This is an optimization exercise on Yosys and OpenROAD, whose aim is small area and a short achievable clock period, not a production implementation.
RTL that was checked went through simulation tests only; none was proved equivalent to the original.
No functional check of the RTL was part of runs 5 and 6.

### flow/flow/abc.script
strash
dch
amap
topo
stime -c
buffer -c
upsize -c
dnsize -c
### flow/constraint.sdc
create_clock -name core_clock -period 17.0 [get_ports {clk}]
set_input_delay 3.4000 -clock core_clock [delete_from_list [all_inputs] [get_ports {clk}]]
set_output_delay 3.4000 -clock core_clock [all_outputs]
set_load 0.01 [all_outputs]
### flow/flow/make_args.txt
ABC_CLOCK_PERIOD_IN_PS=3000
CORE_UTILIZATION=50
SETUP_SLACK_MARGIN=12.35
BUFFER_PORTS_ARGS=-buffer_cell sky130_fd_sc_hd__buf_1
CTS_ARGS=-sink_clustering_enable -repair_clock_nets -buf_list sky130_fd_sc_hd__clkbuf_8 -dont_use_dummy_load
### flow/flow/run.sh
#!/bin/bash
# Layout flow: the standard ORFS flow (standard.sh), with extra make variables from
# flow/make_args.txt (one VAR=value per line) and, if flow/abc.script exists, that ABC
# script in place of ORFS's abc_speed.script and abc_area.script (a copy of ORFS's scripts folder is used).
# Each ORFS step writes its own log under orfs/logs/; make's output goes to make.log.
set -euo pipefail
HERE=$(pwd)
ARGS=()
if [[ -f flow/abc.script ]]; then
  rm -rf "$HERE/scripts"
  cp -r "$FLOW_HOME/scripts" "$HERE/scripts"
  cp flow/abc.script "$HERE/scripts/abc_speed.script"
  cp flow/abc.script "$HERE/scripts/abc_area.script"
  ARGS+=("SCRIPTS_DIR=$HERE/scripts")
fi
if [[ -f flow/make_args.txt ]]; then
  while IFS= read -r line; do
    [[ -n "$line" && "$line" != \#* ]] && ARGS+=("$line")
  done < flow/make_args.txt
fi
echo "make args: ${ARGS[*]}" > make.log
bash standard.sh "${ARGS[@]}" finish >> make.log 2>&1
### flow/design.v
package key_expansion_pkg;
    localparam int NR_DEFAULT = 10;
    function automatic logic [7:0] rcon_next(input logic [3:0] r);
        logic [7:0] val;
        val[0] = ~r[2] & ~r[1] & ~r[0];                      
        val[1] = r[3] | (~r[2] & ~r[1] & r[0]);              
        val[2] = (~r[2] & r[1] & ~r[0]) | (r[3] & r[0]);     
        val[3] = (~r[2] & r[1] & r[0]) | (r[3] & ~r[0]);     
        val[4] = r[3] | (r[2] & ~r[1] & ~r[0]);              
        val[5] = (r[2] & ~r[1] & r[0]) | (r[3] & r[0]);      
        val[6] = r[2] & r[1] & ~r[0];                        
        val[7] = r[2] & r[1] & r[0];                         
        rcon_next = val;
    endfunction
endpackage
module aes_sbox (
    input  logic [7:0] data,
    output logic [7:0] sub
);
    logic U0, U1, U2, U3, U4, U5, U6, U7;
    logic T1, T2, T3, T4, T5, T6, T7, T8, T9, T10, T11, T12;
    logic T13, T14, T15, T16, T17, T18, T19, T20, T21, T22, T23, T24;
    logic T25, T26, T27, M1, M2, M3, M4, M5, M6, M7, M8, M9;
    logic M10, M11, M12, M13, M14, M15, M16, M17, M18, M19, M20, M21;
    logic M22, M23, M24, M25, M26, M27, M28, M29, M30, M31, M32, M33;
    logic M34, M35, M36, M37, M38, M39, M40, M41, M42, M43, M44, M45;
    logic M46, M47, M48, M49, M50, M51, M52, M53, M54, M55, M56, M57;
    logic M58, M59, M60, M61, M62, M63, L0, L1, L2, L3, L4, L5;
    logic L6, L7, L8, L9, L10, L11, L12, L13, L14, L15, L16, L17;
    logic L18, L19, L20, L21, L22, L23, L24, L25, L26, L27, L28, L29;
    assign {U0, U1, U2, U3, U4, U5, U6, U7} = data;
    assign T1 = U0 ^ U3;
    assign T2 = U0 ^ U5;
    assign T3 = U0 ^ U6;
    assign T4 = U3 ^ U5;
    assign T5 = U4 ^ U6;
    assign T6 = T1 ^ T5;
    assign T7 = U1 ^ U2;
    assign T8 = U7 ^ T6;
    assign T9 = U7 ^ T7;
    assign T10 = T6 ^ T7;
    assign T11 = U1 ^ U5;
    assign T12 = U2 ^ U5;
    assign T13 = T3 ^ T4;
    assign T14 = T6 ^ T11;
    assign T15 = T5 ^ T11;
    assign T16 = T5 ^ T12;
    assign T17 = T9 ^ T16;
    assign T18 = U3 ^ U7;
    assign T19 = T7 ^ T18;
    assign T20 = T1 ^ T19;
    assign T21 = U6 ^ U7;
    assign T22 = T7 ^ T21;
    assign T23 = T2 ^ T22;
    assign T24 = T2 ^ T10;
    assign T25 = T20 ^ T17;
    assign T26 = T3 ^ T16;
    assign T27 = T1 ^ T12;
    assign M1 = T13 & T6;
    assign M2 = T23 & T8;
    assign M3 = T14 ^ M1;
    assign M4 = T19 & U7;
    assign M5 = M4 ^ M1;
    assign M6 = T3 & T16;
    assign M7 = T22 & T9;
    assign M8 = T26 ^ M6;
    assign M9 = T20 & T17;
    assign M10 = M9 ^ M6;
    assign M11 = T1 & T15;
    assign M12 = T4 & T27;
    assign M13 = M12 ^ M11;
    assign M14 = T2 & T10;
    assign M15 = M14 ^ M11;
    assign M16 = M3 ^ M2;
    assign M17 = M5 ^ T24;
    assign M18 = M8 ^ M7;
    assign M19 = M10 ^ M15;
    assign M20 = M16 ^ M13;
    assign M21 = M17 ^ M15;
    assign M22 = M18 ^ M13;
    assign M23 = M19 ^ T25;
    assign M24 = M22 ^ M23;
    assign M25 = M22 & M20;
    assign M26 = M21 ^ M25;
    assign M27 = M20 ^ M21;
    assign M28 = M23 ^ M25;
    assign M29 = M28 & M27;
    assign M30 = M26 & M24;
    assign M31 = M20 & M23;
    assign M32 = M27 & M31;
    assign M33 = M27 ^ M25;
    assign M34 = M21 & M22;
    assign M35 = M24 & M34;
    assign M36 = M24 ^ M25;
    assign M37 = M21 ^ M29;
    assign M38 = M32 ^ M33;
    assign M39 = M23 ^ M30;
    assign M40 = M35 ^ M36;
    assign M41 = M38 ^ M40;
    assign M42 = M37 ^ M39;
    assign M43 = M37 ^ M38;
    assign M44 = M39 ^ M40;
    assign M45 = M42 ^ M41;
    assign M46 = M44 & T6;
    assign M47 = M40 & T8;
    assign M48 = M39 & U7;
    assign M49 = M43 & T16;
    assign M50 = M38 & T9;
    assign M51 = M37 & T17;
    assign M52 = M42 & T15;
    assign M53 = M45 & T27;
    assign M54 = M41 & T10;
    assign M55 = M44 & T13;
    assign M56 = M40 & T23;
    assign M57 = M39 & T19;
    assign M58 = M43 & T3;
    assign M59 = M38 & T22;
    assign M60 = M37 & T20;
    assign M61 = M42 & T1;
    assign M62 = M45 & T4;
    assign M63 = M41 & T2;
    assign L0 = M61 ^ M62;
    assign L1 = M50 ^ M56;
    assign L2 = M46 ^ M48;
    assign L3 = M47 ^ M55;
    assign L4 = M54 ^ M58;
    assign L5 = M49 ^ M61;
    assign L6 = M62 ^ L5;
    assign L7 = M46 ^ L3;
    assign L8 = M51 ^ M59;
    assign L9 = M52 ^ M53;
    assign L10 = M53 ^ L4;
    assign L11 = M60 ^ L2;
    assign L12 = M48 ^ M51;
    assign L13 = M50 ^ L0;
    assign L14 = M52 ^ M61;
    assign L15 = M55 ^ L1;
    assign L16 = M56 ^ L0;
    assign L17 = M57 ^ L1;
    assign L18 = M58 ^ L8;
    assign L19 = M63 ^ L4;
    assign L20 = L0 ^ L1;
    assign L21 = L1 ^ L7;
    assign L22 = L3 ^ L12;
    assign L23 = L18 ^ L2;
    assign L24 = L15 ^ L9;
    assign L25 = L6 ^ L10;
    assign L26 = L7 ^ L9;
    assign L27 = L8 ^ L10;
    assign L28 = L11 ^ L14;
    assign L29 = L11 ^ L17;
    assign sub[7] = L6 ^ L24;
    assign sub[6] = ~(L16 ^ L26);
    assign sub[5] = ~(L19 ^ L28);
    assign sub[4] = L6 ^ L21;
    assign sub[3] = L20 ^ L22;
    assign sub[2] = L25 ^ L29;
    assign sub[1] = ~(L13 ^ L27);
    assign sub[0] = ~(L6 ^ L23);
endmodule
module key_expansion
#(
    parameter int NR = key_expansion_pkg::NR_DEFAULT
) (
    input  logic            clk,
    input  logic            rst_n,
    input  logic            start_in,
    input  logic [31:0]     K0_in,
    input  logic [31:0]     K1_in,
    input  logic [31:0]     K2_in,
    input  logic [31:0]     K3_in,
    input  logic            ready_in,
    output logic [31:0]     D0_out,
    output logic [31:0]     D1_out,
    output logic [31:0]     D2_out,
    output logic [31:0]     D3_out,
    output logic            valid_out,
    output logic [3:0]      round_out,
    output logic            busy_out,
    output logic            done_out
);
    logic        valid_q, done_q;
    logic [31:0] w0_q, w1_q, w2_q, w3_q;
    logic [3:0]  round_q;
    logic [31:0] sub_word;
    logic [31:0] t_word;
    logic [31:0] rc_word;
    logic [31:0] p0, p1, p2, p3;
    logic [31:0] sel_ld, sel_adv, sel_hold;
    logic [3:0]  round_d;
    logic        last;
    for (genvar i = 0; i < 4; i++) begin : g_sbox
        aes_sbox u_sbox (
            .data (w3_q[(8*i + 24) % 32 +: 8]),
            .sub  (sub_word[8*i +: 8])
        );
    end
    assign rc_word  = {key_expansion_pkg::rcon_next(round_q), 24'h000000};
    assign p0       = w0_q ^ rc_word;
    assign p1       = p0 ^ w1_q;
    assign p2       = p1 ^ w2_q;
    assign p3       = p2 ^ w3_q;
    assign sel_ld   = {32{~valid_q}};
    assign sel_adv  = {32{valid_q & ready_in}};
    assign sel_hold = {32{valid_q & ~ready_in}};
    assign t_word   = sel_adv & sub_word;       
    assign last     = round_q[3] & round_q[1];    
    assign round_d  = ({4{valid_q & ready_in}} & (round_q + 4'd1))
                    | ({4{valid_q & ~ready_in}} & round_q);
    always_ff @(posedge clk or negedge rst_n) begin
        if (!rst_n) begin
            valid_q <= 1'b0;
            done_q  <= 1'b0;
        end else begin
            valid_q <= valid_q ? !(ready_in && last) : start_in;
            done_q  <= valid_q && ready_in && last;
        end
    end
    always_ff @(posedge clk) begin
        w0_q    <= (valid_q ? (ready_in ? p0 : w0_q) : K0_in) ^ t_word;
        w1_q    <= (valid_q ? (ready_in ? p1 : w1_q) : K1_in) ^ t_word;
        w2_q    <= (valid_q ? (ready_in ? p2 : w2_q) : K2_in) ^ t_word;
        w3_q    <= (valid_q ? (ready_in ? p3 : w3_q) : K3_in) ^ t_word;
        round_q <= round_d;
    end
    assign D0_out    = w0_q;
    assign D1_out    = w1_q;
    assign D2_out    = w2_q;
    assign D3_out    = w3_q;
    assign round_out = round_q;
    assign valid_out = valid_q;
    assign busy_out  = valid_q;
    assign done_out  = done_q;
endmodule
### flow/config.mk
export PLATFORM = sky130hd
export DESIGN_NAME = key_expansion
export DESIGN_NICKNAME = key_expansion
export VERILOG_FILES = /design/flow/design.v
export SDC_FILE = /design/flow/constraint.sdc
export NUM_CORES = 4
export LEC_CHECK = 0
export CAP_MARGIN = 20
export CORE_MARGIN = 2
export CORE_UTILIZATION = 40
export SLEW_MARGIN = 20
### flow/standard.sh
#!/bin/bash
# synth_recipe.tcl (not shown) runs the flow's synth.tcl, then flattens the netlist and writes it again
# the make line also repeats each setting of config.mk as NAME=value (left out here)
make -C /OpenROAD-flow-scripts/flow DESIGN_CONFIG=/design/flow/config.mk WORK_HOME=/design/flow/orfs CLKGATE_MAP_FILE= SYNTH_SCRIPT=/design/flow/synth_recipe.tcl "${@:-finish}"
==> impl_metrics.csv, run 1 <==
group,metric,value,unit
timing,min_period,5.02,ns
grt,first_global_vias,11624,
worst_setup_path,worstPathMaxFanout,8,
min_path,worstHoldEndpoint,"done_q$_DFF_PN0_",
floorplan,initial_core_util,50.6,%
worst_setup_path,slowest_stage,"dfxtp_4",
finish,nFillCells,1586,
floorplan,die_h,149,µm
finish,fin_nets,2251,
placement,hpwl,27.4,mm
finish,fin_cells,2383,
yosys,synth-seq-cells,134,
clock_tree,clock_tree.root_cell,"clkbuf_8",
timing,slew_viol_final,0,
placement,port_buffers,266,
min_path,hold_start,"round_q[3]$_DFF_P_",
grt,grt.overflow.total,0,
grt,grt_use_total,33.8,%
grt,grt_max_degree,58,
min_path,hp-class,"flop to flop",
finish,diodes,0,
worst_setup_path,slowest_delay,0.43,ns
finish,layout_commonest_cell,"nor2_1",
finish,layout_common_cells,"nor2_1 (330), buf_1 (264), a21oi_1 (209)",
clock_tree,htree_levels,4,
worst_setup_path,reg2reg_slack,11.98,ns
timing,setup_viol,0,
clock_tree,clk_pin_slew,0.10,ns
yosys,syn_area,0.0105,mm²
worst_setup_path,worstReg2RegStart,"w3_q[7]$_DFF_P_",
detailed_routing,drt_iter0_drc,1264,
grt,antenna_found_initial,0,
detailed_routing,drc,0,
run_status,status,"complete, no violations",
floorplan,die_area,0.0222,mm²
clock_tree,cts_num_sinks,134,
yosys,ys_types,42,
detailed_routing,drt_first_pass_iters,8,
timing,max_freq,199,MHz
worst_setup_path,rr_endpoint,"w2_q[10]$_DFF_P_",
yosys,synthCells,1678,
min_path,hold_depth,2,
worst_setup_path,end_kind,"flop",
finish,drive_gt1_share,34.5,%
grt,grt_pass1_wl,59.6,mm
detailed_routing,ant_nets,0,
worst_setup_path,ff2ff_path_depth,30,
detailed_routing,vias_per_cell,6.10,
worst_setup_path,cpMostUsedCell,"nor2_1",
worst_setup_path,critPathLaunchType,"flop",
timing,relSlewSlack,50.9,%
floorplan,core_area,0.0208,mm²
yosys,synth_nets,1819,
yosys,synth-edff-count,0,
job,drv_cap,0,
timing,setup_tns,0,ns
yosys,ys.flop_type,"dfxtp_1",
worst_setup_path,crit_start,"w3_q[7]$_DFF_P_",
clock_tree,cts_inserted_buffers,17,
clock_tree,insertion_delay,0.49,ns
timing,grt_setup_unrepaired,"true",
detailed_routing,dr_total_vias,14530,
placement,gp_congestion,0.918,
worst_setup_path,worstSetupPathType,"flop to flop",
worst_setup_path,critPathRequiredTime,17.37,ns
yosys,synthArstFlopShare,1.49,%
clock_tree,cts_tree,"done",
worst_setup_path,arrival,5.39,ns
timing,tightest_slew,0.735,ns
floorplan,num_io_pins,267,
detailed_routing,routed_wl,46.4,mm
timing,period_share,29.5,%
clock_tree,clock_path_buffers,2,
finish,area_delta_synth_final,50.3,%
timing,fin_worst_skew,0.0372,ns
detailed_routing,routedWlPerCell,19.5,µm
yosys,yosys_warnings,1,
yosys,synth-seq-area-share,25.6,%
placement,place_inst,2176,
floorplan,fp.dieW,149,µm
yosys,avgSynthCellArea,6.28,µm²
timing,hold_viol,0,
floorplan,rows,53,
## logic make-up (layout without fill, tap and decap cells)
kind of cell               count (synthesis)  in the layout  synth area share, %
adders and majority gates                  9              9                 1.07
and+or+nand+nor                          546            546                 20.2
DFF                                      134            134                 25.6
AOI/OAI and AO/OA                        776            776                 44.9
buffers and inverters                    205            635                 7.46
xor gates and xnor gates                   8              8                0.808
## sequential cells by signal, summed over array words and instances, names as in the netlist
register  cells
done_q        1
round_q       4
w0_q         32
valid_q       1
w3_q         32
w1_q         32
w2_q         32
## worst max-delay path: cells and delay by family (launching register included)
kind / cells / cell delay (ns)
compound gates: 14 / 2.25
buf+inv: 6 / 0.79
flops: 1 / 0.43
simple gates: 10 / 1.43
## stage by stage
step | utilization (%) | setup slack (ns) | area [µm²] | hold WS (ns)
final | 76.0 | 11.98 | 15800 | 0.609
after global routing | 76.0 | 11.78 | 15800 | 0.614
after CTS | 63.3 | 12.30 | 13200 | 0.596
after detailed placement | 57.0 | 11.42 | 11900 | 0.581
after global placement | 57.0 | 11.51 | 11900 | 0.571
after floorplan | - | 12.35 | 10700 | 0.572
## per-layer routing
layer	vias up	wire length, µm	GRT usage, %
li1	6911	-	-
met1	6572	17600	42.3
met2	844	22400	58.4
met3	203	4140	5.84
met4	0	2210	12.6
met5	-	0	0
## how the worst max path moves through the flow
stage	end	slack, ns	depth (start not counted)
4_1_cts	w0_q[10]$_DFF_P_	12.30	26
2_1_floorplan	w2_q[10]$_DFF_P_	12.35	31
5_1_grt	w3_q[10]$_DFF_P_	11.78	30
6_report	w2_q[10]$_DFF_P_	11.98	30
3_3_place_gp	w3_q[10]$_DFF_P_	11.51	30
3_5_place_dp	w0_q[10]$_DFF_P_	11.42	30
## final cells by class
cell class	instances	area (µm²)	area share, %
timing repair buffer	463	2640	16.6
tap	275	344	2.17
multi-input combinational	1339	9180	58.0
clock buffer	17	234	1.48
sequential	134	2800	17.7
inverter	155	631	3.98
## what timing repair did
action                                  CTS  global route
hold buffers                              0             0
setup buffers                            49           141
resized for setup                       181           378
gates cloned                              0             0
endpoints found under the setup margin  140           131
pin swaps                                25           120
## synth_stat cells (all sizes together), types with 4 or more instances
library cell	count	area share [%]
ha	9	1.1
nand2	129	4.6
a31oi	7	0.42
a21oi	307	16
nor2b	8	0.48
buf	7	0.37
o22ai	188	13
o32ai	7	0.58
a211oi	32	2.5
xor2	7	0.72
o31ai	4	0.33
a222oi	25	2.4
nor2	402	15
o21ai	201	10
clkbuf	43	1.5
inv	155	5.5
dfxtp	132	25
nor3	6	0.33
==> run 2: changes to the inputs <==
==> flow/flow/abc.script (replaced) <==
strash
dch
map -D 3000
topo
stime -c
buffer -c
upsize -c
dnsize -c
==> flow/flow/make_args.txt (replaced) <==
ABC_CLOCK_PERIOD_IN_PS=3000
CORE_UTILIZATION=50
SETUP_SLACK_MARGIN=12.35
BUFFER_PORTS_ARGS=-buffer_cell sky130_fd_sc_hd__buf_1
CTS_ARGS=-sink_clustering_enable -repair_clock_nets -buf_list sky130_fd_sc_hd__clkbuf_8 -dont_use_dummy_load
SYNTH_HIERARCHICAL=1
==> run 2 against run 1 <==
Against the previous run: routed wire length fell by 30%; critical path depth decreased by 29; sequential share of layout area increased by 2.3 points; area after synthesis up 9.2%.
==> impl_metrics.csv, run 2 <==
group,metric,value,unit
timing,relSlewSlack,49.3,%
timing,tightest_slew,0.761,ns
floorplan,core_area,0.0226,mm²
detailed_routing,routed_wl,32.7,mm
worst_setup_path,crit_buf_inv,1,
floorplan,die_h,156,µm
finish,diodes,0,
timing,period_share,27.3,%
yosys,synth-seq-cells,134,
yosys,syn_area,0.0115,mm²
yosys,yosys_warnings,7,
grt,antenna_found_initial,0,
yosys,synthCells,1475,
clock_tree,cts_inserted_buffers,17,
yosys,ys.flop_type,"dfxtp_1",
worst_setup_path,critPathTopFamily,"flip-flops",
floorplan,rows,55,
min_path,hp-class,"flop to flop",
detailed_routing,drt_first_pass_iters,5,
finish,fin_area,0.0137,mm²
yosys,synth_area_leaders,"dfxtp_1 (23%), xor2_1 (21%), xnor2_1 (11%)",
job,drv_cap,0,
yosys,synth_nets,1616,
worst_setup_path,slowest_stage,"dfxtp_1",
worst_setup_path,path_cells,"buf_1",
clock_tree,insertion_delay,0.46,ns
clock_tree,clock_tree.root_cell,"clkbuf_8",
worst_setup_path,critPathRequiredTime,13.60,ns
timing,fin_ws,12.35,ns
timing,slew_viol_final,0,
worst_setup_path,end_kind,"output port",
yosys,avgSynthCellArea,7.79,µm²
clock_tree,cts_num_sinks,134,
grt,grt_pass1_wl,50.9,mm
timing,max_freq,215,MHz
worst_setup_path,crit_start,"w3_q[24]$_DFF_P_",
placement,placed_area,0.0127,mm²
worst_setup_path,arrival,1.25,ns
worst_setup_path,worstSetupEndpoint,"D3_out[24]",
finish,fin_cells,2037,
worst_setup_path,ff2ff_path_depth,19,
worst_setup_path,worstPathMaxFanout,7,
worst_setup_path,rr_endpoint,"w3_q[30]$_DFF_P_",
clock_tree,htree_levels,4,
floorplan,num_io_pins,267,
clock_tree,cts_tree,"done",
placement,port_buffers,266,
worst_setup_path,worstSetupPathDepth,1,
detailed_routing,drc,0,
yosys,synthTopCellsByCount,"nand2_1 (312), xor2_1 (272), xnor2_1 (148)",
placement,pre_cts_ws,11.51,ns
run_status,status,"complete, no violations",
timing,fin_worst_skew,0.0333,ns
clock_tree,hold_buffers,0,
min_path,hold_depth,3,
timing,min_period,4.65,ns
worst_setup_path,slowest_delay,0.61,ns
timing,setup_viol,0,
yosys,synth-edff-count,0,
placement,gp_congestion,0.860,
min_path,hold_start,"w0_q[18]$_DFF_P_",
timing,grt_setup_unrepaired,"true",
grt,first_global_vias,9713,
placement,place_inst,1982,
yosys,synthArstFlopShare,1.49,%
detailed_routing,routedWlPerCell,16.1,µm
grt,grt_use_total,26.4,%
detailed_routing,dr_total_vias,10263,
detailed_routing,vias_per_cell,5.04,
finish,layout_common_cells,"nand2_1 (301), xor2_1 (265), buf_1 (265)",
clock_tree,clk_pin_slew,0.07,ns
finish,nFillCells,2195,
detailed_routing,ant_nets,0,
grt,grt_max_degree,74,
worst_setup_path,worstReg2RegStart,"w3_q[17]$_DFF_P_",
finish,area_delta_synth_final,19.1,%
yosys,ys_types,40,
worst_setup_path,reg2reg_slack,12.60,ns
grt,grt.overflow.total,0,
yosys,synth_top_area_cell,"dfxtp_1",
floorplan,initial_core_util,50.8,%
timing,hold_viol,0,
finish,fin_nets,1895,
floorplan,fp.dieW,156,µm
timing,setup_tns,0,ns
yosys,synth.most_common_cell,"nand2_1",
worst_setup_path,worstSetupPathType,"flop to output port",
finish,layout_commonest_cell,"nand2_1",
yosys,yosysTopAreaCellShare,23.0,%
placement,hpwl,24.7,mm
detailed_routing,drt_iter0_drc,599,
finish,drive_gt1_share,15.0,%
yosys,synth-seq-area-share,23.4,%
floorplan,die_area,0.0242,mm²
clock_tree,clock_path_buffers,2,
worst_setup_path,critPathLaunchType,"flop",
==> run 2: changes by cell type after synthesis, sizes merged, moves of 25 or more <==
cell	previous run	this run
xnor2	1	163
xor2	7	302
nand2	129	336
o221ai	0	29
a211oi	32	0
inv	155	123
a222oi	25	0
a21oi	307	61
a22oi	1	28
o21ai	201	92
o22ai	188	16
nor2	402	67
==> run 2: cell families (layout without fill, tap and decap cells) <==
family | after synthesis | count (layout) | share of synthesized area (%)
xor+xnor | 465 | 465 | 39.1
flops | 134 | 134 | 23.4
fa+ha+maj | 9 | 9 | 0.979
buf+inv | 173 | 450 | 5.85
mux | 8 | 8 | 0.697
compound gates | 239 | 239 | 13.0
simple gates | 447 | 447 | 16.9
==> run 2: stage by stage <==
step	utilization [%]	hold slack [ns]
global placement	56.1	0.585
floorplan	-	0.585
CTS	57.9	0.605
finish	60.5	0.603
detailed placement	56.1	0.589
global route	60.5	0.637
==> run 2: routing by layer <==
layer	up-vias	wire length (µm)	GRT usage [%]
met2	273	16200	46.7
li1	5210	-	-
met1	4759	14700	33.8
met5	-	0	0
met3	21	1520	4.31
met4	0	348	5.72
==> run 2: area by class of cell <==
type	instances	area (µm²)	share of cell area [%]
clock buffer	17	234	1.71
inverter	123	470	3.43
multi-input combinational	1168	8540	62.4
sequential	134	2740	20.0
tap	285	357	2.60
timing repair buffer	310	1360	9.91
==> run 2: worst min path at each step <==
stage	endpoint	slack (ns)
floorplan	round_q[2]$_DFF_P_	0.58
global placement	round_q[2]$_DFF_P_	0.59
detailed placement	w0_q[18]$_DFF_P_	0.59
CTS	w0_q[10]$_DFF_P_	0.61
global route	w0_q[18]$_DFF_P_	0.64
finish	w0_q[18]$_DFF_P_	0.60
==> run 2: per-module statistics from Yosys, one instance, submodules excluded <==
| module | area (µm²) | times used |
|---|---|---|
| aes_sbox | 1120 | 4 |
| key_expansion | 7000 | 1 |
==> run 2: repair_timing <==
item | CTS | global route
gates resized for setup | 36 | 78
pin swaps | 5 | 39
setup endpoints to repair | 143 | 130
setup buffers | 8 | 30
endpoints found under the hold margin | 0 | 0
==> run 3: changes to the inputs <==
==> flow/flow/abc.script (replaced) <==
strash
dch
map -D 2600
topo
stime -c
buffer -c
upsize -c
dnsize -c
--- a/flow/flow/make_args.txt
+++ b/flow/flow/make_args.txt
@@ -1,4 +1,4 @@
-ABC_CLOCK_PERIOD_IN_PS=3000
+ABC_CLOCK_PERIOD_IN_PS=2600
 CORE_UTILIZATION=50
 SETUP_SLACK_MARGIN=12.35
 BUFFER_PORTS_ARGS=-buffer_cell sky130_fd_sc_hd__buf_1
==> run 3 against run 2 <==
Against the previous run: die area is 4.2% higher; critical path type unchanged; routed wire length is 4.6% higher; first-iteration DRC count is 17% higher; setup slack better by 0.070 ns; sequential cell count stayed put; synthesized cell count is 4.3% higher; core utilization is 2.0 points lower; largest cell class unchanged; via count is 3.1% higher; area after synthesis is 4.4% higher.
==> impl_metrics.csv, run 3 <==
group,metric,value,unit
run_status,status,"complete, no violations",
worst_setup_path,worstSetupPathType,"flop to output port",
grt,grt_max_degree,77,
detailed_routing,ant_nets,0,
placement,placed_area,0.0132,mm²
detailed_routing,routed_wl,34.2,mm
grt,grt_use_total,26.6,%
timing,fin_worst_skew,0.0327,ns
finish,area_delta_synth_final,14.9,%
yosys,synth-xor-area-share,39.7,%
grt,grt_pass1_wl,54.4,mm
worst_setup_path,ff2ff_path_depth,20,
worst_setup_path,arrival,1.18,ns
grt,first_global_vias,10202,
yosys,synthMuxAreaShare,0.667,%
timing,relSlewSlack,39.9,%
placement,pre_cts_ws,11.46,ns
timing,fin_ws,12.42,ns
worst_setup_path,path_cells,"buf_1",
timing,min_period,4.58,ns
yosys,synthTopCellsByCount,"nand2_1 (344), xor2_1 (276), dfxtp_1 (132), xnor2_1 (132), inv_1 (95)",
clock_tree,cts_inserted_buffers,17,
finish,drive_gt1_share,13.6,%
yosys,ys_types,43,
clock_tree,cts_tree,"done",
yosys,synth_top_family_by_area,"XOR/XNOR gates",
detailed_routing,drt_first_pass_iters,5,
finish,multi_input_area,0.00889,mm²
detailed_routing,drt_iter0_drc,700,
worst_setup_path,critPathRequiredTime,13.60,ns
worst_setup_path,critPathTopFamily,"flip-flops",
floorplan,initial_core_util,51.0,%
yosys,synthCells,1539,
timing,slew_viol_final,0,
yosys,avgSynthCellArea,7.80,µm²
detailed_routing,routedWlPerCell,16.3,µm
timing,setup_tns,0,ns
yosys,synth_nets,1680,
worst_setup_path,end_kind,"output port",
placement,gp_congestion,0.858,
detailed_routing,vias_per_cell,5.03,
min_path,hp-class,"flop to flop",
yosys,synth_area_leaders,"dfxtp_1 (22%), xor2_1 (20%), nand2_1 (11%)",
yosys,synth_top_area_cell,"dfxtp_1",
worst_setup_path,rr_endpoint,"w3_q[21]$_DFF_P_",
clock_tree,clock_tree.root_cell,"clkbuf_8",
yosys,yosysTopAreaCellShare,22.0,%
clock_tree,cts_num_sinks,134,
yosys,synth-seq-cells,134,
yosys,synth_adder_area_share,0.939,%
timing,grt_setup_unrepaired,"true",
grt,grt.overflow.total,0,
timing,tightest_slew,0.902,ns
timing,max_freq,218,MHz
floorplan,core_area,0.0235,mm²
timing,period_share,26.9,%
worst_setup_path,crit_buf_inv,1,
floorplan,die_area,0.0253,mm²
worst_setup_path,reg2reg_slack,12.64,ns
placement,hpwl,26.0,mm
finish,nFillCells,2286,
clock_tree,clk_pin_slew,0.07,ns
grt,antenna_found_initial,2,
floorplan,num_io_pins,267,
finish,layout_common_cells,"nand2_1 (342), xor2_1 (265), buf_1 (265)",
detailed_routing,drc,0,
worst_setup_path,worstPathMaxFanout,7,
floorplan,fp.dieW,159,µm
min_path,worstHoldEndpoint,"w0_q[1]$_DFF_P_",
finish,fin_nets,1924,
timing,setup_viol,0,
floorplan,rows,56,
yosys,yosys_warnings,7,
yosys,synth-edff-count,0,
finish,final_core_util,58.5,%
yosys,synth-compound-area-share,12.3,%
yosys,synthSimpleGateAreaFrac,18.5,%
min_path,hold_depth,3,
timing,hold_viol,0,
placement,port_buffers,266,
worst_setup_path,crit_start,"w3_q[2]$_DFF_P_",
worst_setup_path,slowest_stage,"dfxtp_1",
yosys,ys.flop_type,"dfxtp_1",
worst_setup_path,worstReg2RegStart,"w3_q[9]$_DFF_P_",
job,drv_cap,0,
yosys,syn_area,0.0120,mm²
worst_setup_path,slowest_delay,0.53,ns
clock_tree,insertion_delay,0.47,ns
clock_tree,clock_path_buffers,2,
min_path,hold_start,"w0_q[1]$_DFF_P_",
worst_setup_path,critPathLaunchType,"flop",
finish,fin_area,0.0138,mm²
yosys,synth-seq-area-share,22.4,%
yosys,synth.most_common_cell,"nand2_1",
finish,layout.area.seq,0.00273,mm²
yosys,synthArstFlopShare,1.49,%
floorplan,die_h,159,µm
finish,layout_commonest_cell,"nand2_1",
detailed_routing,dr_total_vias,10578,
clock_tree,htree_levels,4,
==> run 3: cells by family (layout without fill, tap and decap cells) <==
family / after synthesis / count (layout)
buffers and inverters: 161 / 403
flip-flops: 134 / 134
AO/OA/AOI/OAI: 239 / 239
other: 0 / 1
multiplexers: 8 / 8
XOR/XNOR: 477 / 477
AND/OR/NAND/NOR: 511 / 511
adder cells (fa/ha/maj): 9 / 9
==> run 3: what timing repair did <==
item / in CTS / in global routing
gates resized for setup: 14 / 60
hold endpoints to repair: 0 / 0
setup endpoints to repair: 137 / 136
hold buffers: 0 / 0
buffers inserted: 0 / 2
pin swaps: 0 / 10
cloned: 0 / 1
==> run 3: final cells by class <==
class                   count  share of cell area (%)
inverters                 111                    3.11
well taps                 319                    2.90
repair buffers            275                    8.02
multi-input cells        1244                    64.5
clock buffers              17                    1.70
diodes                      1                  0.0182
flip-flops and latches    134                    19.8
==> run 3: worst max path at each step <==
stage,endpoint,cells after the start,slack (ns)
after floorplan,w3_q[12]$_DFF_P_,8,12.36
after global placement,w0_q[25]$_DFF_P_,8,11.47
after detailed placement,w0_q[25]$_DFF_P_,8,11.46
after CTS,w3_q[2]$_DFF_P_,21,12.35
after global routing,w3_q[21]$_DFF_P_,20,12.28
final,D3_out[2],1,12.42
==> run 3: worst register-to-register path: cells and delay by family (launching register included) <==
kind	cells	cell delay (ns)
AND/OR/NAND/NOR	8	1.40
buffers and inverters	1	0.06
flip-flops	1	0.37
AO/OA/AOI/OAI	1	0.13
XOR/XNOR	9	2.08
adder cells (fa/ha/maj)	1	0.27
==> run 3: modules after synthesis, one instance, submodules excluded <==
module	cell area, µm²	cells	copies in the design	flops+latches
key_expansion	7000	855	1	134
aes_sbox	1250	171	4	0
==> run 3: per-stage QoR <==
stage,hold WS [ns],instances
5_1_grt,0.629,2101
3_5_place_dp,0.587,2080
2_1_floorplan,0.585,1539
6_report,0.600,2101
4_1_cts,0.601,2097
3_3_place_gp,0.586,2080
==> run 3: metal layers <==
metal,vias up,GRT usage (%),share of wire (%)
li1,5320,-,-
met1,4897,35.3,45
met2,303,44.3,47
met3,58,4.83,5.1
met4,0,8.10,2.7
met5,-,0,0
==> run 4: changes to the inputs <==
==> flow/flow/abc.script (replaced) <==
strash
dch
map -D 3000
topo
stime -c
buffer -c
upsize -c
dnsize -c
==> flow/flow/make_args.txt (replaced) <==
ABC_CLOCK_PERIOD_IN_PS=3000
CORE_UTILIZATION=50
SETUP_SLACK_MARGIN=12.35
BUFFER_PORTS_ARGS=-buffer_cell sky130_fd_sc_hd__buf_1
CTS_ARGS=-sink_clustering_enable -repair_clock_nets -buf_list sky130_fd_sc_hd__clkbuf_8 -dont_use_dummy_load
==> run 4 against run 3 <==
Against the previous run: register-to-register slack is essentially flat; design area shrank 1.9%; sequential share of layout area grew 0.43 points; critical path depth is the same; critical path type unchanged; highest routed layer unchanged.
==> impl_metrics.csv, run 4 <==
group,metric,value,unit
yosys,yosys_warnings,1,
worst_setup_path,ff2ff_path_depth,22,
placement,placed_area,0.0126,mm²
yosys,synthArstFlopShare,1.49,%
detailed_routing,wl_met2,16.2,mm
finish,layout_common_cells,"buf_1 (265), nand2_1 (264), xor2_1 (218)",
floorplan,initial_core_util,50.6,%
floorplan,core_area,0.0224,mm²
clock_tree,htree_levels,4,
yosys,synth_top_area_cell,"dfxtp_1",
detailed_routing,ant_nets,0,
grt,grt_pass1_wl,52.8,mm
yosys,yosysTopAreaCellShare,23.3,%
timing,grt_setup_unrepaired,"true",
clock_tree,hold_buffers,0,
timing,hold_viol,0,
yosys,ys_types,54,
detailed_routing,drt_iter0_drc,611,
worst_setup_path,rr_endpoint,"w3_q[26]$_DFF_P_",
worst_setup_path,reg2reg_slack,12.64,ns
min_path,hold_start,"w0_q[16]$_DFF_P_",
finish,final_core_util,60.2,%
timing,max_freq,217,MHz
detailed_routing,vias_per_cell,5.18,
detailed_routing,drc,0,
yosys,syn_area,0.0113,mm²
timing,relSlewSlack,44.6,%
yosys,synth-seq-area-share,23.7,%
detailed_routing,routedWlPerCell,16.7,µm
finish,fin_nets,1888,
clock_tree,cts_num_sinks,134,
timing,slew_viol_final,0,
detailed_routing,routed_wl,33.9,mm
timing,min_period,4.60,ns
yosys,synth_area_leaders,"dfxtp_1 (23%), xor2_1 (19%), xnor2_1 (12%)",
finish,fin_cells,2032,
grt,grt_max_degree,70,
timing,period_share,27.1,%
clock_tree,clock_tree.root_cell,"clkbuf_8",
clock_tree,cts_tree,"done",
grt,first_global_vias,10122,
detailed_routing,drt_first_pass_iters,5,
timing,fin_ws,12.40,ns
worst_setup_path,path_cells,"buf_1",
detailed_routing,dr_total_vias,10519,
yosys,synth-seq-cells,134,
min_path,worstHoldEndpoint,"w0_q[16]$_DFF_P_",
placement,port_buffers,266,
floorplan,die_h,155,µm
yosys,synthTopCellsByCount,"nand2_1 (272), xor2_1 (241), xnor2_1 (154)",
finish,layout_commonest_cell,"buf_1",
min_path,hp-class,"flop to flop",
clock_tree,insertion_delay,0.46,ns
clock_tree,clk_pin_slew,0.06,ns
worst_setup_path,end_kind,"output port",
timing,setup_tns,0,ns
min_path,hold_depth,2,
yosys,ys.flop_type,"dfxtp_1",
worst_setup_path,worstReg2RegStart,"w3_q[23]$_DFF_P_",
floorplan,num_io_pins,267,
worst_setup_path,critPathLaunchType,"flop",
worst_setup_path,slowest_delay,0.58,ns
timing,fin_worst_skew,0.0330,ns
timing,tightest_slew,0.831,ns
run_status,status,"complete, no violations",
clock_tree,cts_inserted_buffers,17,
yosys,synth.most_common_cell,"nand2_1",
yosys,avgSynthCellArea,7.67,µm²
finish,area_delta_synth_final,19.1,%
placement,gp_congestion,0.891,
worst_setup_path,arrival,1.20,ns
detailed_routing,highest_layer,"met4",
placement,pre_cts_ws,10.99,ns
grt,grt.overflow.total,0,
placement,hpwl,25.2,mm
timing,setup_viol,0,
worst_setup_path,critPathTopFamily,"flip-flops",
detailed_routing,wl_met1,15.4,mm
timing,hold_ws,0.624,ns
worst_setup_path,slowest_stage,"dfrtp_4",
yosys,synth_nets,1621,
worst_setup_path,worstPathMaxFanout,12,
clock_tree,clock_path_buffers,2,
floorplan,fp.dieW,155,µm
floorplan,die_area,0.0239,mm²
detailed_routing,wl_met3,1.43,mm
placement,place_inst,1987,
floorplan,rows,55,
worst_setup_path,crit_buf_inv,1,
grt,antenna_found_initial,1,
finish,drive_gt1_share,13.3,%
grt,grt_use_total,27.8,%
worst_setup_path,worstSetupPathType,"flop to output port",
finish,fin_area,0.0135,mm²
worst_setup_path,critPathRequiredTime,13.60,ns
yosys,synthCells,1480,
yosys,synth-edff-count,0,
job,drv_cap,0,
run 4: cell types whose count changed after synthesis, moves of 16 or more:
cell,change
a21oi_1,+46
a22oi_1,-17
nand2_2,-16
xnor2_1,+22
o21ai_0,+18
mux2i_1,+24
xor2_2,-34
nand2_1,-72
xor2_1,-35
run 4: timing repair:
| item | 4_1_cts | 5_1_grt |
|---|---|---|
| buffers inserted | 9 | 15 |
| pin swaps | 1 | 25 |
| gates cloned | 2 | 0 |
| endpoints found under the hold margin | 0 | 0 |
| resized for setup | 19 | 79 |
| endpoints found under the setup margin | 136 | 132 |
run 4: final cells by class:
class / instances / area [µm²]
antenna: 2 / 5.00
clock buffer: 17 / 234
fill: 2141 / 8920
inverter: 126 / 484
multi-input combinational: 1172 / 8380
sequential: 134 / 2730
tap: 285 / 357
timing repair buffer: 295 / 1310
timing repair inverter: 1 / 7.51
run 4: worst max path at each step:
stage	from	endpoint	slack (ns)	depth (start not counted)
floorplan	ready_in	w0_q[0]$_DFF_P_	12.37	7
global placement	ready_in	w0_q[24]$_DFF_P_	11.00	7
detailed placement	ready_in	w1_q[24]$_DFF_P_	10.99	7
CTS	ready_in	w1_q[24]$_DFF_P_	12.35	7
global route	w3_q[23]$_DFF_P_	w2_q[26]$_DFF_P_	12.31	22
finish	valid_q$_DFF_PN0_	valid_out	12.40	1
run 4: per-layer routing:
layer,global-route usage (%),vias to the layer above
li1,-,5289
met4,8.51,0
met1,36.6,4911
met5,0,-
met3,4.26,44
met2,47.0,275
run 4: cells by family (layout without fill, tap and decap cells):
group | after synthesis | in the layout | share of synthesized area [%]
xor gates and xnor gates | 425 | 425 | 35.2
and+or+nand+nor | 394 | 394 | 14.9
AOI/OAI and AO/OA | 312 | 312 | 16.5
buffers and inverters | 174 | 439 | 5.88
DFF | 134 | 134 | 23.7
muxes | 32 | 32 | 2.82
adders and majority gates | 9 | 9 | 0.992
other | 0 | 2 | 0
==> run 5: changes to the inputs <==
--- a/flow/design.v
+++ b/flow/design.v
@@ -19,15 +19,16 @@
 );
     logic U0, U1, U2, U3, U4, U5, U6, U7;
     logic T1, T2, T3, T4, T5, T6, T7, T8, T9, T10, T11, T12;
-    logic T13, T14, T15, T16, T17, T18, T19, T20, T21, T22, T23, T24;
-    logic T25, T26, T27, M1, M2, M3, M4, M5, M6, M7, M8, M9;
-    logic M10, M11, M12, M13, M14, M15, M16, M17, M18, M19, M20, M21;
-    logic M22, M23, M24, M25, M26, M27, M28, M29, M30, M31, M32, M33;
-    logic M34, M35, M36, M37, M38, M39, M40, M41, M42, M43, M44, M45;
-    logic M46, M47, M48, M49, M50, M51, M52, M53, M54, M55, M56, M57;
-    logic M58, M59, M60, M61, M62, M63, L0, L1, L2, L3, L4, L5;
-    logic L6, L7, L8, L9, L10, L11, L12, L13, L14, L15, L16, L17;
-    logic L18, L19, L20, L21, L22, L23, L24, L25, L26, L27, L28, L29;
+    logic T13, T14, T15, T16, T17, T18, T19, T20, T21, T22, T23, X24;
+    logic T24, X25a, X25b, T25, T26, T27, M1, M2, M3, M4, M5, M6;
+    logic M7, M8, M9, M10, M11, M12, M13, M14, M15, M16, M17, M18;
+    logic M19, M20, M21, M22, M23, M24, M25, M26, M27, M28, M29, M30;
+    logic M31, M32, M33, M34, M35, M36, M37, M38, M39, M40, M41, M42;
+    logic M43, M44, M45, M46, M47, M48, M49, M50, M51, M52, M53, M54;
+    logic M55, M56, M57, M58, M59, M60, M61, M62, M63, L0, L1, L2;
+    logic L3, L4, L5, L6, L7, L8, L9, L10, L11, L12, L13, L14;
+    logic L15, L16, L17, L18, L19, L20, L21, L22, L23, L24, L25, L26;
+    logic L27, L28, L29;
     assign {U0, U1, U2, U3, U4, U5, U6, U7} = data;
     assign T1 = U0 ^ U3;
     assign T2 = U0 ^ U5;
@@ -52,8 +53,11 @@
     assign T21 = U6 ^ U7;
     assign T22 = T7 ^ T21;
     assign T23 = T2 ^ T22;
-    assign T24 = T2 ^ T10;
-    assign T25 = T20 ^ T17;
+    assign X24 = T2 ^ T7;
+    assign T24 = X24 ^ T6;
+    assign X25a = T1 ^ T9;
+    assign X25b = T19 ^ T16;
+    assign T25 = X25a ^ X25b;
     assign T26 = T3 ^ T16;
     assign T27 = T1 ^ T12;
     assign M1 = T13 & T6;
==> flow/flow/make_args.txt (replaced) <==
ABC_CLOCK_PERIOD_IN_PS=3000
CORE_UTILIZATION=50
SETUP_SLACK_MARGIN=12.35
BUFFER_PORTS_ARGS=-buffer_cell sky130_fd_sc_hd__buf_1
CTS_BUF_LIST=sky130_fd_sc_hd__clkbuf_8
==> run 5 against run 4 <==
Against the previous run: area after synthesis rose by 4.1%; setup slack worse by 0.023 ns; sequential share of layout area fell by 0.66 points; routed wire length up 11%; highest routed layer unchanged.
==> impl_metrics.csv, run 5 <==
group,metric,value,unit
run_status,status,"complete, no violations",
min_path,worstHoldEndpoint,"w0_q[1]$_DFF_P_",
grt,grt_pass1_wl,57.0,mm
yosys,synth_area_leaders,"dfxtp_1 (22%), xor2_1 (18%), xnor2_1 (11%)",
worst_setup_path,worstPathMaxFanout,6,
worst_setup_path,worstSetupPathType,"flop to output port",
yosys,ys.flop_type,"dfxtp_1",
clock_tree,cts_num_sinks,134,
yosys,synth-edff-count,0,
worst_setup_path,path_cells,"buf_1",
detailed_routing,ant_nets,0,
worst_setup_path,slowest_delay,0.55,ns
finish,layout_common_cells,"nand2_1 (338), buf_1 (265), xor2_1 (231)",
worst_setup_path,worstReg2RegStart,"w3_q[14]$_DFF_P_",
floorplan,num_io_pins,267,
timing,min_period,4.63,ns
worst_setup_path,crit_buf_inv,1,
floorplan,die_area,0.0249,mm²
clock_tree,htree_levels,4,
worst_setup_path,end_kind,"output port",
yosys,syn_area,0.0118,mm²
yosys,synthArstFlopShare,1.49,%
clock_tree,clk_pin_slew,0.09,ns
worst_setup_path,critPathLaunchType,"flop",
detailed_routing,routed_wl,37.5,mm
min_path,hold_depth,2,
floorplan,core_area,0.0233,mm²
finish,nFillCells,2265,
finish,layout_commonest_cell,"nand2_1",
yosys,synth.most_common_cell,"nand2_1",
timing,slew_viol_final,0,
yosys,ys_types,54,
grt,grt_max_degree,55,
detailed_routing,routedWlPerCell,17.1,µm
clock_tree,clock_tree.root_cell,"clkbuf_8",
grt,grt_use_total,29.9,%
worst_setup_path,reg2reg_slack,12.69,ns
timing,hold_viol,0,
timing,fin_worst_skew,0.0173,ns
detailed_routing,drt_first_pass_iters,5,
timing,hold_ws,0.631,ns
worst_setup_path,slowest_stage,"dfxtp_1",
placement,gp_congestion,0.870,
yosys,synth-seq-cells,134,
min_path,hold_start,"w0_q[1]$_DFF_P_",
worst_setup_path,critPathRequiredTime,13.60,ns
clock_tree,insertion_delay,0.48,ns
yosys,yosys_warnings,1,
worst_setup_path,critPathTopFamily,"flip-flops",
grt,antenna_found_initial,2,
yosys,synth_top_area_cell,"dfxtp_1",
yosys,synth_nets,1738,
worst_setup_path,worstSetupPathDepth,1,
grt,grt.overflow.total,0,
timing,relSlewSlack,47.7,%
timing,tightest_slew,0.784,ns
finish,final_core_util,59.6,%
finish,fin_nets,1993,
floorplan,fp.dieW,158,µm
timing,setup_tns,0,ns
placement,hpwl,26.6,mm
yosys,avgSynthCellArea,7.36,µm²
timing,period_share,27.2,%
detailed_routing,drc,0,
clock_tree,cts_tree,"done",
job,drv_cap,0,
finish,drive_gt1_share,11.5,%
clock_tree,clock_path_buffers,2,
finish,area_delta_synth_final,17.8,%
placement,port_buffers,266,
yosys,yosysTopAreaCellShare,22.4,%
timing,grt_setup_unrepaired,"false",
yosys,synth-seq-area-share,22.8,%
floorplan,initial_core_util,50.6,%
detailed_routing,drt_iter0_drc,894,
detailed_routing,dr_total_vias,11318,
floorplan,die_h,158,µm
timing,setup_viol,0,
grt,first_global_vias,10678,
min_path,hp-class,"flop to flop",
worst_setup_path,arrival,1.23,ns
clock_tree,cts_inserted_buffers,17,
worst_setup_path,ff2ff_path_depth,20,
worst_setup_path,rr_endpoint,"w3_q[17]$_DFF_P_",
timing,max_freq,216,MHz
floorplan,rows,56,
clock_tree,hold_buffers,0,
yosys,synthTopCellsByCount,"nand2_1 (338), xor2_1 (238), xnor2_1 (145)",
yosys,synthCells,1605,
detailed_routing,vias_per_cell,5.16,
[run 5: through the flow]
step                cell area (µm²)  setup slack [ns]  cells
floorplan                     11900             12.32   1605
finish                        13900             12.37   2194
global placement              13100              9.76   2141
global route                  13900             12.33   2192
CTS                           13800             12.35   2192
detailed placement            13100              9.72   2141
[run 5: worst max path at each step]
stage                                 from                to  slack, ns
final                     w3_q[12]$_DFF_P_        D3_out[12]      12.37
after detailed placement          ready_in  w2_q[28]$_DFF_P_       9.72
after global routing      w3_q[13]$_DFF_P_  w2_q[17]$_DFF_P_      12.33
after floorplan                   ready_in  w0_q[24]$_DFF_P_      12.32
after CTS                 w3_q[17]$_DFF_P_        D3_out[17]      12.35
after global placement            ready_in  w1_q[15]$_DFF_P_       9.76
[run 5: cells by family (layout without fill, tap and decap cells)]
group / after synthesis / count (layout) / synth area share (%)
simple gates: 561 / 561 / 20.8
xor+xnor: 415 / 415 / 33.3
compound gates: 277 / 277 / 14.3
buf+inv: 187 / 455 / 6.16
flops: 134 / 134 / 22.8
mux: 30 / 30 / 2.54
fa+ha+maj: 1 / 1 / 0.106
other cells: 0 / 2 / 0
[run 5: area by class of cell]
type	count	area (µm²)	share of cell area (%)
diodes	2	5.00	0.0360
clock buffers	17	234	1.68
clock inverters	15	156	1.12
inverters	134	538	3.87
multi-input cells	1284	8570	61.5
flip-flops and latches	134	2720	19.5
well taps	319	399	2.87
repair buffers	288	1290	9.29
repair inverters	1	7.51	0.0539
[run 5: what timing repair did]
item,in CTS,in global routing
resized for setup,24,30
buffers inserted,15,0
cloned,4,0
pin swaps,1,0
setup endpoints to repair,143,66
[run 5: metal layers]
layer / global-route usage, % / wire length [µm] / part of all wire (%)
met2: 51.1 / 17800 / 47
met5: 0 / 0 / 0
met3: 4.33 / 2040 / 5.4
met1: 38.9 / 17000 / 45
met4: 9.09 / 658 / 1.8
==> run 6: changes to the inputs <==
==> flow/flow/make_args.txt (replaced) <==
ABC_CLOCK_PERIOD_IN_PS=3000
CORE_UTILIZATION=50
SETUP_SLACK_MARGIN=12.35
BUFFER_PORTS_ARGS=-buffer_cell sky130_fd_sc_hd__buf_1
CTS_ARGS=-sink_clustering_enable -repair_clock_nets -buf_list sky130_fd_sc_hd__clkbuf_8 -dont_use_dummy_load
==> run 6 against run 5 <==
Against the previous run: sequential cell count unchanged; die area unchanged; global-route usage shrank 0.16 points; fmax increased by 0.48%; hold slack worse by 0.0047 ns; core utilization shrank 0.65 points; non-clock buffer count increased by 2; critical path type unchanged.
==> impl_metrics.csv, run 6 <==
group,metric,value,unit
run_status,status,"complete, no violations",
worst_setup_path,critPathLaunchType,"flop",
clock_tree,clock_path_buffers,2,
yosys,syn_area,0.0118,mm²
clock_tree,htree_levels,4,
finish,drive_gt1_share,10.6,%
floorplan,num_io_pins,267,
yosys,synth-compound-area-share,14.3,%
yosys,yosys_warnings,1,
clock_tree,cts_num_sinks,134,
timing,fin_ws,12.40,ns
worst_setup_path,critPathRequiredTime,13.60,ns
detailed_routing,drt_iter0_drc,778,
worst_setup_path,worstPathMaxFanout,8,
yosys,synth_area_leaders,"dfxtp_1 (22%), xor2_1 (18%), xnor2_1 (11%)",
timing,relSlewSlack,47.5,%
yosys,synth_top_area_cell,"dfxtp_1",
yosys,synth-xor-area-share,33.3,%
clock_tree,cts_inserted_buffers,17,
yosys,synth.most_common_cell,"nand2_1",
finish,area_delta_synth_final,16.5,%
floorplan,fp.dieW,158,µm
grt,grt_pass1_wl,56.7,mm
floorplan,die_h,158,µm
placement,gp_congestion,0.870,
timing,period_share,27.1,%
grt,grt.overflow.total,0,
grt,grt_max_degree,55,
timing,tightest_slew,0.787,ns
yosys,yosysTopAreaCellShare,22.4,%
detailed_routing,wl_met1,16.9,mm
clock_tree,hold_buffers,0,
timing,setup_viol,0,
timing,grt_setup_unrepaired,"false",
detailed_routing,highest_layer,"met5",
detailed_routing,wl_met2,17.6,mm
yosys,synth-seq-cells,134,
placement,hpwl,26.6,mm
timing,max_freq,217,MHz
grt,grt_use_total,29.7,%
floorplan,core_area,0.0233,mm²
yosys,synthCells,1605,
timing,setup_tns,0,ns
detailed_routing,ant_nets,0,
yosys,ys.flop_type,"dfxtp_1",
worst_setup_path,arrival,1.20,ns
timing,slew_viol_final,0,
detailed_routing,drc,0,
detailed_routing,routed_wl,37.7,mm
worst_setup_path,critPathTopFamily,"flip-flops",
detailed_routing,vias_per_cell,5.17,
worst_setup_path,slowest_delay,0.54,ns
yosys,synthSimpleGateAreaFrac,20.8,%
min_path,hp-class,"flop to flop",
timing,hold_viol,0,
grt,first_global_vias,10684,
detailed_routing,routedWlPerCell,17.3,µm
placement,port_buffers,266,
worst_setup_path,end_kind,"output port",
yosys,synth_adder_area_share,0.106,%
yosys,avgSynthCellArea,7.36,µm²
clock_tree,clk_pin_slew,0.09,ns
grt,antenna_found_initial,3,
yosys,synthArstFlopShare,1.49,%
yosys,synthMuxAreaShare,2.54,%
detailed_routing,drt_first_pass_iters,5,
yosys,ys_types,54,
clock_tree,clock_tree.root_cell,"clkbuf_8",
finish,fin_nets,1996,
job,drv_cap,0,
worst_setup_path,path_cells,"buf_1",
floorplan,initial_core_util,50.6,%
clock_tree,cts_tree,"done",
finish,layout_commonest_cell,"nand2_1",
detailed_routing,wl_met3,2.19,mm
floorplan,die_area,0.0249,mm²
yosys,synth-edff-count,0,
finish,layout_common_cells,"nand2_1 (338), buf_1 (265), xor2_1 (231)",
timing,fin_worst_skew,0.0250,ns
worst_setup_path,crit_buf_inv,1,
placement,pre_cts_ws,9.72,ns
yosys,synth_top_family_by_area,"XOR/XNOR gates",
floorplan,rows,56,
detailed_routing,dr_total_vias,11283,
yosys,synthTopCellsByCount,"nand2_1 (338), xor2_1 (238), xnor2_1 (145)",
clock_tree,insertion_delay,0.47,ns
yosys,synth-seq-area-share,22.8,%
worst_setup_path,slowest_stage,"dfxtp_1",
yosys,synth_nets,1738,
worst_setup_path,worstSetupPathType,"flop to output port",
timing,min_period,4.60,ns
## run 6: cell counts after synthesis
Identical to the previous run, type by type.
## run 6: layout make-up
cell class	instances	area, µm²
fillers	2282	9570
multi-input cells	1284	8550
flip-flops and latches	134	2720
repair buffers	290	1310
inverters	134	538
well taps	319	399
clock buffers	17	234
repair inverters	2	18.8
diodes	2	5.00
## run 6: metal layers
layer  up-vias  track usage, %
met5         -               0
met4         2            10.7
met3        61            4.63
met2       391            50.2
met1      5170            38.4
li1       5659               -
## run 6: per-stage QoR
| step | hold WS (ns) | util (%) | instance area [µm²] | cells |
|---|---|---|---|---|
| 2_1_floorplan | 0.580 | - | 11900 | 1605 |
| 6_report | 0.627 | 59.0 | 13800 | 2182 |
| 5_1_grt | 0.646 | 59.0 | 13800 | 2180 |
| 3_3_place_gp | 0.596 | 55.9 | 13100 | 2141 |
| 4_1_cts | 0.611 | 58.3 | 13600 | 2177 |
| 3_5_place_dp | 0.599 | 55.9 | 13100 | 2141 |
## run 6: kinds of logic (layout without fill, tap and decap cells)
family / after synthesis / in the layout
AND/OR/NAND/NOR: 561 / 561
XOR/XNOR: 415 / 415
AO/OA/AOI/OAI: 277 / 277
buffers and inverters: 187 / 443
flip-flops: 134 / 134
multiplexers: 30 / 30
adder cells (fa/ha/maj): 1 / 1
other: 0 / 2
## run 6: path summary, 6_finish.rpt
kind | startpoint | end | slack (ns) | depth (start not counted)
worst min register to register | round_q[2]$_DFF_P_ | round_q[2]$_DFF_P_ | 0.63 | 2
worst max-delay path | w3_q[9]$_DFF_P_ | D3_out[9] | 12.40 | 1
max in group asynchronous | rst_n | valid_q$_DFF_PN0_ | 14.17 | 1
worst max register to register | w3_q[13]$_DFF_P_ | w3_q[17]$_DFF_P_ | 12.70 | 20
min in group asynchronous | rst_n | valid_q$_DFF_PN0_ | 2.69 | 1
worst min-delay path | round_q[2]$_DFF_P_ | round_q[2]$_DFF_P_ | 0.63 | 2
## run 6: timing repair
action	CTS	global route
setup endpoints to repair	139	73
gates cloned	4	1
pin swaps	1	2
buffers inserted	15	2
gates resized for setup	20	28
==> run 7: changes to the inputs <==
--- a/flow/design.v
+++ b/flow/design.v
@@ -19,16 +19,16 @@
 );
     logic U0, U1, U2, U3, U4, U5, U6, U7;
     logic T1, T2, T3, T4, T5, T6, T7, T8, T9, T10, T11, T12;
-    logic T13, T14, T15, T16, T17, T18, T19, T20, T21, T22, T23, X24;
-    logic T24, X25a, X25b, T25, T26, T27, M1, M2, M3, M4, M5, M6;
-    logic M7, M8, M9, M10, M11, M12, M13, M14, M15, M16, M17, M18;
-    logic M19, M20, M21, M22, M23, M24, M25, M26, M27, M28, M29, M30;
-    logic M31, M32, M33, M34, M35, M36, M37, M38, M39, M40, M41, M42;
-    logic M43, M44, M45, M46, M47, M48, M49, M50, M51, M52, M53, M54;
-    logic M55, M56, M57, M58, M59, M60, M61, M62, M63, L0, L1, L2;
-    logic L3, L4, L5, L6, L7, L8, L9, L10, L11, L12, L13, L14;
-    logic L15, L16, L17, L18, L19, L20, L21, L22, L23, L24, L25, L26;
-    logic L27, L28, L29;
+    logic T13, T14, T15, T16, T17, T18, T19, T20, T21, T22, T23, Y24;
+    logic T24, Y25, Z25, T25, T26, T27, M1, M2, A20, M4, M5, M6;
+    logic M7, A22, M9, M11, M12, M13, M14, M15, B20, M17, B22, B23;
+    logic C23, M20, M21, M22, M25, M26, M27, M33, M34, A23, M23, M24;
+    logic M28, M29, M30, M31, M32, M35, M36, M37, M38, M39, M40, M41;
+    logic M42, M43, M44, M45, M46, M47, M48, M49, M50, M51, M52, M53;
+    logic M54, M55, M56, M57, M58, M59, M60, M61, M62, M63, L0, L1;
+    logic L2, L3, L4, L5, L6, L7, L8, L9, L10, L11, L12, L13;
+    logic L14, L15, L16, L17, L18, L19, L20, L21, L22, L23, L24, L25;
+    logic L26, L27, L28, L29;
     assign {U0, U1, U2, U3, U4, U5, U6, U7} = data;
     assign T1 = U0 ^ U3;
     assign T2 = U0 ^ U5;
@@ -53,47 +53,48 @@
     assign T21 = U6 ^ U7;
     assign T22 = T7 ^ T21;
     assign T23 = T2 ^ T22;
-    assign X24 = T2 ^ T7;
-    assign T24 = X24 ^ T6;
-    assign X25a = T1 ^ T9;
-    assign X25b = T19 ^ T16;
-    assign T25 = X25a ^ X25b;
+    assign Y24 = T7 ^ T4;
+    assign T24 = Y24 ^ T5;
+    assign Y25 = U0 ^ U2;
+    assign Z25 = U5 ^ T5;
+    assign T25 = Y25 ^ Z25;
     assign T26 = T3 ^ T16;
     assign T27 = T1 ^ T12;
     assign M1 = T13 & T6;
     assign M2 = T23 & T8;
-    assign M3 = T14 ^ M1;
+    assign A20 = T14 ^ M1;
     assign M4 = T19 & U7;
     assign M5 = M4 ^ M1;
     assign M6 = T3 & T16;
     assign M7 = T22 & T9;
-    assign M8 = T26 ^ M6;
+    assign A22 = T26 ^ M7;
     assign M9 = T20 & T17;
-    assign M10 = M9 ^ M6;
     assign M11 = T1 & T15;
     assign M12 = T4 & T27;
     assign M13 = M12 ^ M11;
     assign M14 = T2 & T10;
     assign M15 = M14 ^ M11;
-    assign M16 = M3 ^ M2;
+    assign B20 = M2 ^ M13;
     assign M17 = M5 ^ T24;
-    assign M18 = M8 ^ M7;
-    assign M19 = M10 ^ M15;
-    assign M20 = M16 ^ M13;
+    assign B22 = M6 ^ M13;
+    assign B23 = M6 ^ M11;
+    assign C23 = B23 ^ T25;
+    assign M20 = A20 ^ B20;
     assign M21 = M17 ^ M15;
-    assign M22 = M18 ^ M13;
-    assign M23 = M19 ^ T25;
-    assign M24 = M22 ^ M23;
+    assign M22 = A22 ^ B22;
     assign M25 = M22 & M20;
     assign M26 = M21 ^ M25;
     assign M27 = M20 ^ M21;
+    assign M33 = M27 ^ M25;
+    assign M34 = M21 & M22;
+    assign A23 = M9 ^ M14;
+    assign M23 = A23 ^ C23;
+    assign M24 = M22 ^ M23;
     assign M28 = M23 ^ M25;
     assign M29 = M28 & M27;
     assign M30 = M26 & M24;
     assign M31 = M20 & M23;
     assign M32 = M27 & M31;
-    assign M33 = M27 ^ M25;
-    assign M34 = M21 & M22;
     assign M35 = M24 & M34;
     assign M36 = M24 ^ M25;
     assign M37 = M21 ^ M29;
==> run 7 against run 6 <==
Against the previous run: via count is 7.2% lower; hold slack worse by 0.0030 ns; register-to-register slack better by 0.03 ns; die area is 1.1% lower.
==> impl_metrics.csv, run 7 <==
group,metric,value,unit
timing,min_period,4.61,ns
yosys,synthCells,1503,
worst_setup_path,rr_endpoint,"w3_q[25]$_DFF_P_",
detailed_routing,routed_wl,35.7,mm
timing,slew_viol_final,0,
yosys,yosysTopAreaCellShare,22.6,%
grt,antenna_found_initial,3,
clock_tree,cts_num_sinks,134,
detailed_routing,drt_first_pass_iters,5,
grt,grt_max_degree,66,
finish,area_delta_synth_final,14.8,%
worst_setup_path,worstReg2RegStart,"w3_q[19]$_DFF_P_",
worst_setup_path,crit_buf_inv,1,
timing,max_freq,217,MHz
detailed_routing,routedWlPerCell,17.2,µm
finish,fin_cells,2069,
worst_setup_path,arrival,1.21,ns
worst_setup_path,slowest_delay,0.54,ns
worst_setup_path,critPathRequiredTime,13.60,ns
clock_tree,cts_inserted_buffers,17,
floorplan,die_h,157,µm
grt,grt_use_total,28.7,%
run_status,status,"complete, no violations",
worst_setup_path,worstSetupEndpoint,"D3_out[11]",
yosys,synth_top_area_cell,"dfxtp_1",
yosys,avgSynthCellArea,7.77,µm²
floorplan,rows,55,
yosys,synth-edff-count,0,
yosys,ys_types,49,
worst_setup_path,reg2reg_slack,12.73,ns
placement,hpwl,27.5,mm
clock_tree,clk_pin_slew,0.08,ns
grt,first_global_vias,10347,
worst_setup_path,critPathTopFamily,"flip-flops",
timing,setup_viol,0,
job,drv_cap,0,
timing,period_share,27.1,%
finish,final_core_util,58.9,%
yosys,yosys_warnings,1,
grt,grt_pass1_wl,54.5,mm
floorplan,die_area,0.0246,mm²
placement,placed_area,0.0129,mm²
floorplan,core_area,0.0228,mm²
yosys,synthTopCellsByCount,"nand2_1 (284), xor2_1 (256), xnor2_1 (166)",
worst_setup_path,critPathLaunchType,"flop",
worst_setup_path,worstSetupPathType,"flop to output port",
floorplan,num_io_pins,267,
worst_setup_path,end_kind,"output port",
detailed_routing,dr_total_vias,10471,
clock_tree,clock_path_buffers,2,
yosys,synthArstFlopShare,1.49,%
clock_tree,htree_levels,4,
min_path,hp-class,"flop to flop",
finish,fin_area,0.0134,mm²
timing,setup_tns,0,ns
finish,drive_gt1_share,10.1,%
detailed_routing,drc,0,
yosys,syn_area,0.0117,mm²
placement,pre_cts_ws,11.08,ns
clock_tree,cts_tree,"done",
worst_setup_path,worstPathMaxFanout,4,
grt,grt.overflow.total,0,
worst_setup_path,path_cells,"buf_1",
detailed_routing,drt_iter0_drc,613,
timing,fin_worst_skew,0.0311,ns
yosys,synth.most_common_cell,"nand2_1",
placement,port_buffers,266,
## run 7: changes by cell type after synthesis, sizes merged, moves of 5 or more
cell	change
inv	-23
o211ai	-20
o21ai	+20
o21a	-6
nor2	-65
xnor2	+28
or2	-7
nand3	-26
xor2	+20
o221ai	+5
nand4	-13
nand2	-47
and2	+5
a21oi	+35
## run 7: metal layers
layer | up-vias | wire length [µm] | share of wire [%] | track usage [%]
met1 | 4759 | 15200 | 43 | 34.6
met4 | 2 | 1410 | 3.9 | 11.8
met2 | 302 | 17100 | 48 | 50.0
met3 | 68 | 1940 | 5.4 | 5.29
li1 | 5340 | - | - | -
met5 | - | 13 | 0.036 | 0
## run 7: cells by family after synthesis
kind of cell,synth area share (%)
AOI/OAI and AO/OA,15.4
xor gates and xnor gates,38.1
adders and majority gates,0.536
buffers and inverters,5.29
DFF,23.0
muxes,2.74
and+or+nand+nor,14.9
## run 7: cell type report
type,count,area [µm²],area share [%]
clock buffer,17,234,1.74
antenna,2,5.00,0.0373
tap,313,392,2.92
multi-input combinational,1211,8470,63.1
sequential,134,2710,20.2
inverter,110,423,3.15
timing repair buffer,282,1190,8.84
## run 7: worst min-delay path by stage
stage,endpoint,slack [ns],cells past startpoint
after CTS,round_q[3]$_DFF_P_,0.61,2
after detailed placement,round_q[3]$_DFF_P_,0.60,2
after global placement,round_q[3]$_DFF_P_,0.59,2
after global routing,w0_q[14]$_DFF_P_,0.65,2
final,w0_q[22]$_DFF_P_,0.62,2
after floorplan,round_q[3]$_DFF_P_,0.58,2
## run 7: repair_timing
action,4_1_cts,5_1_grt
gates cloned,1,1
endpoints found under the setup margin,138,73
pin swaps,1,3
setup buffers,4,6
resized for setup,14,25
hold buffers,0,0

[what the ideal ports hide]
How much do the figures lean on ideal ports? The routed layouts below were timed once more, with nothing changed but the port constraints. Step 1 sets driving cells, clkbuf_16 on the clock port and buf_2 on the other inputs (assumed; they add their load-dependent delay and slew). Step 2 times the ports against the registers' clock, not the clock port: input delays grow and output delays shrink by t, the midpoint of the rising clock arrivals with the driver on. Slacks: ideal / step 1 / step 2; pairs: ideal / step 1.
run | t (ns) | setup WS [ns] | worst register clock-pin slew, ns
run 1 | 0.513 | 11.985 / 11.985 / 11.886 | 0.10 / 0.10
run 2 | 0.484 | 12.352 / 12.310 / 11.979 | 0.09 / 0.09
run 3 | 0.499 | 12.422 / 12.375 / 11.927 | 0.09 / 0.09
run 4 | 0.490 | 12.396 / 12.354 / 11.977 | 0.10 / 0.10
run 5 | 0.514 | 12.373 / 12.328 / 11.916 | 0.10 / 0.10
run 6 | 0.500 | 12.396 / 12.349 / 11.938 | 0.09 / 0.09
run 7 | 0.487 | 12.391 / 12.344 / 11.942 | 0.08 / 0.08
After both steps setup and hold are still met in every run listed. The setup slack of run 3, which loses most, moves by -0.047 ns with the drivers and by -0.495 ns with both steps.
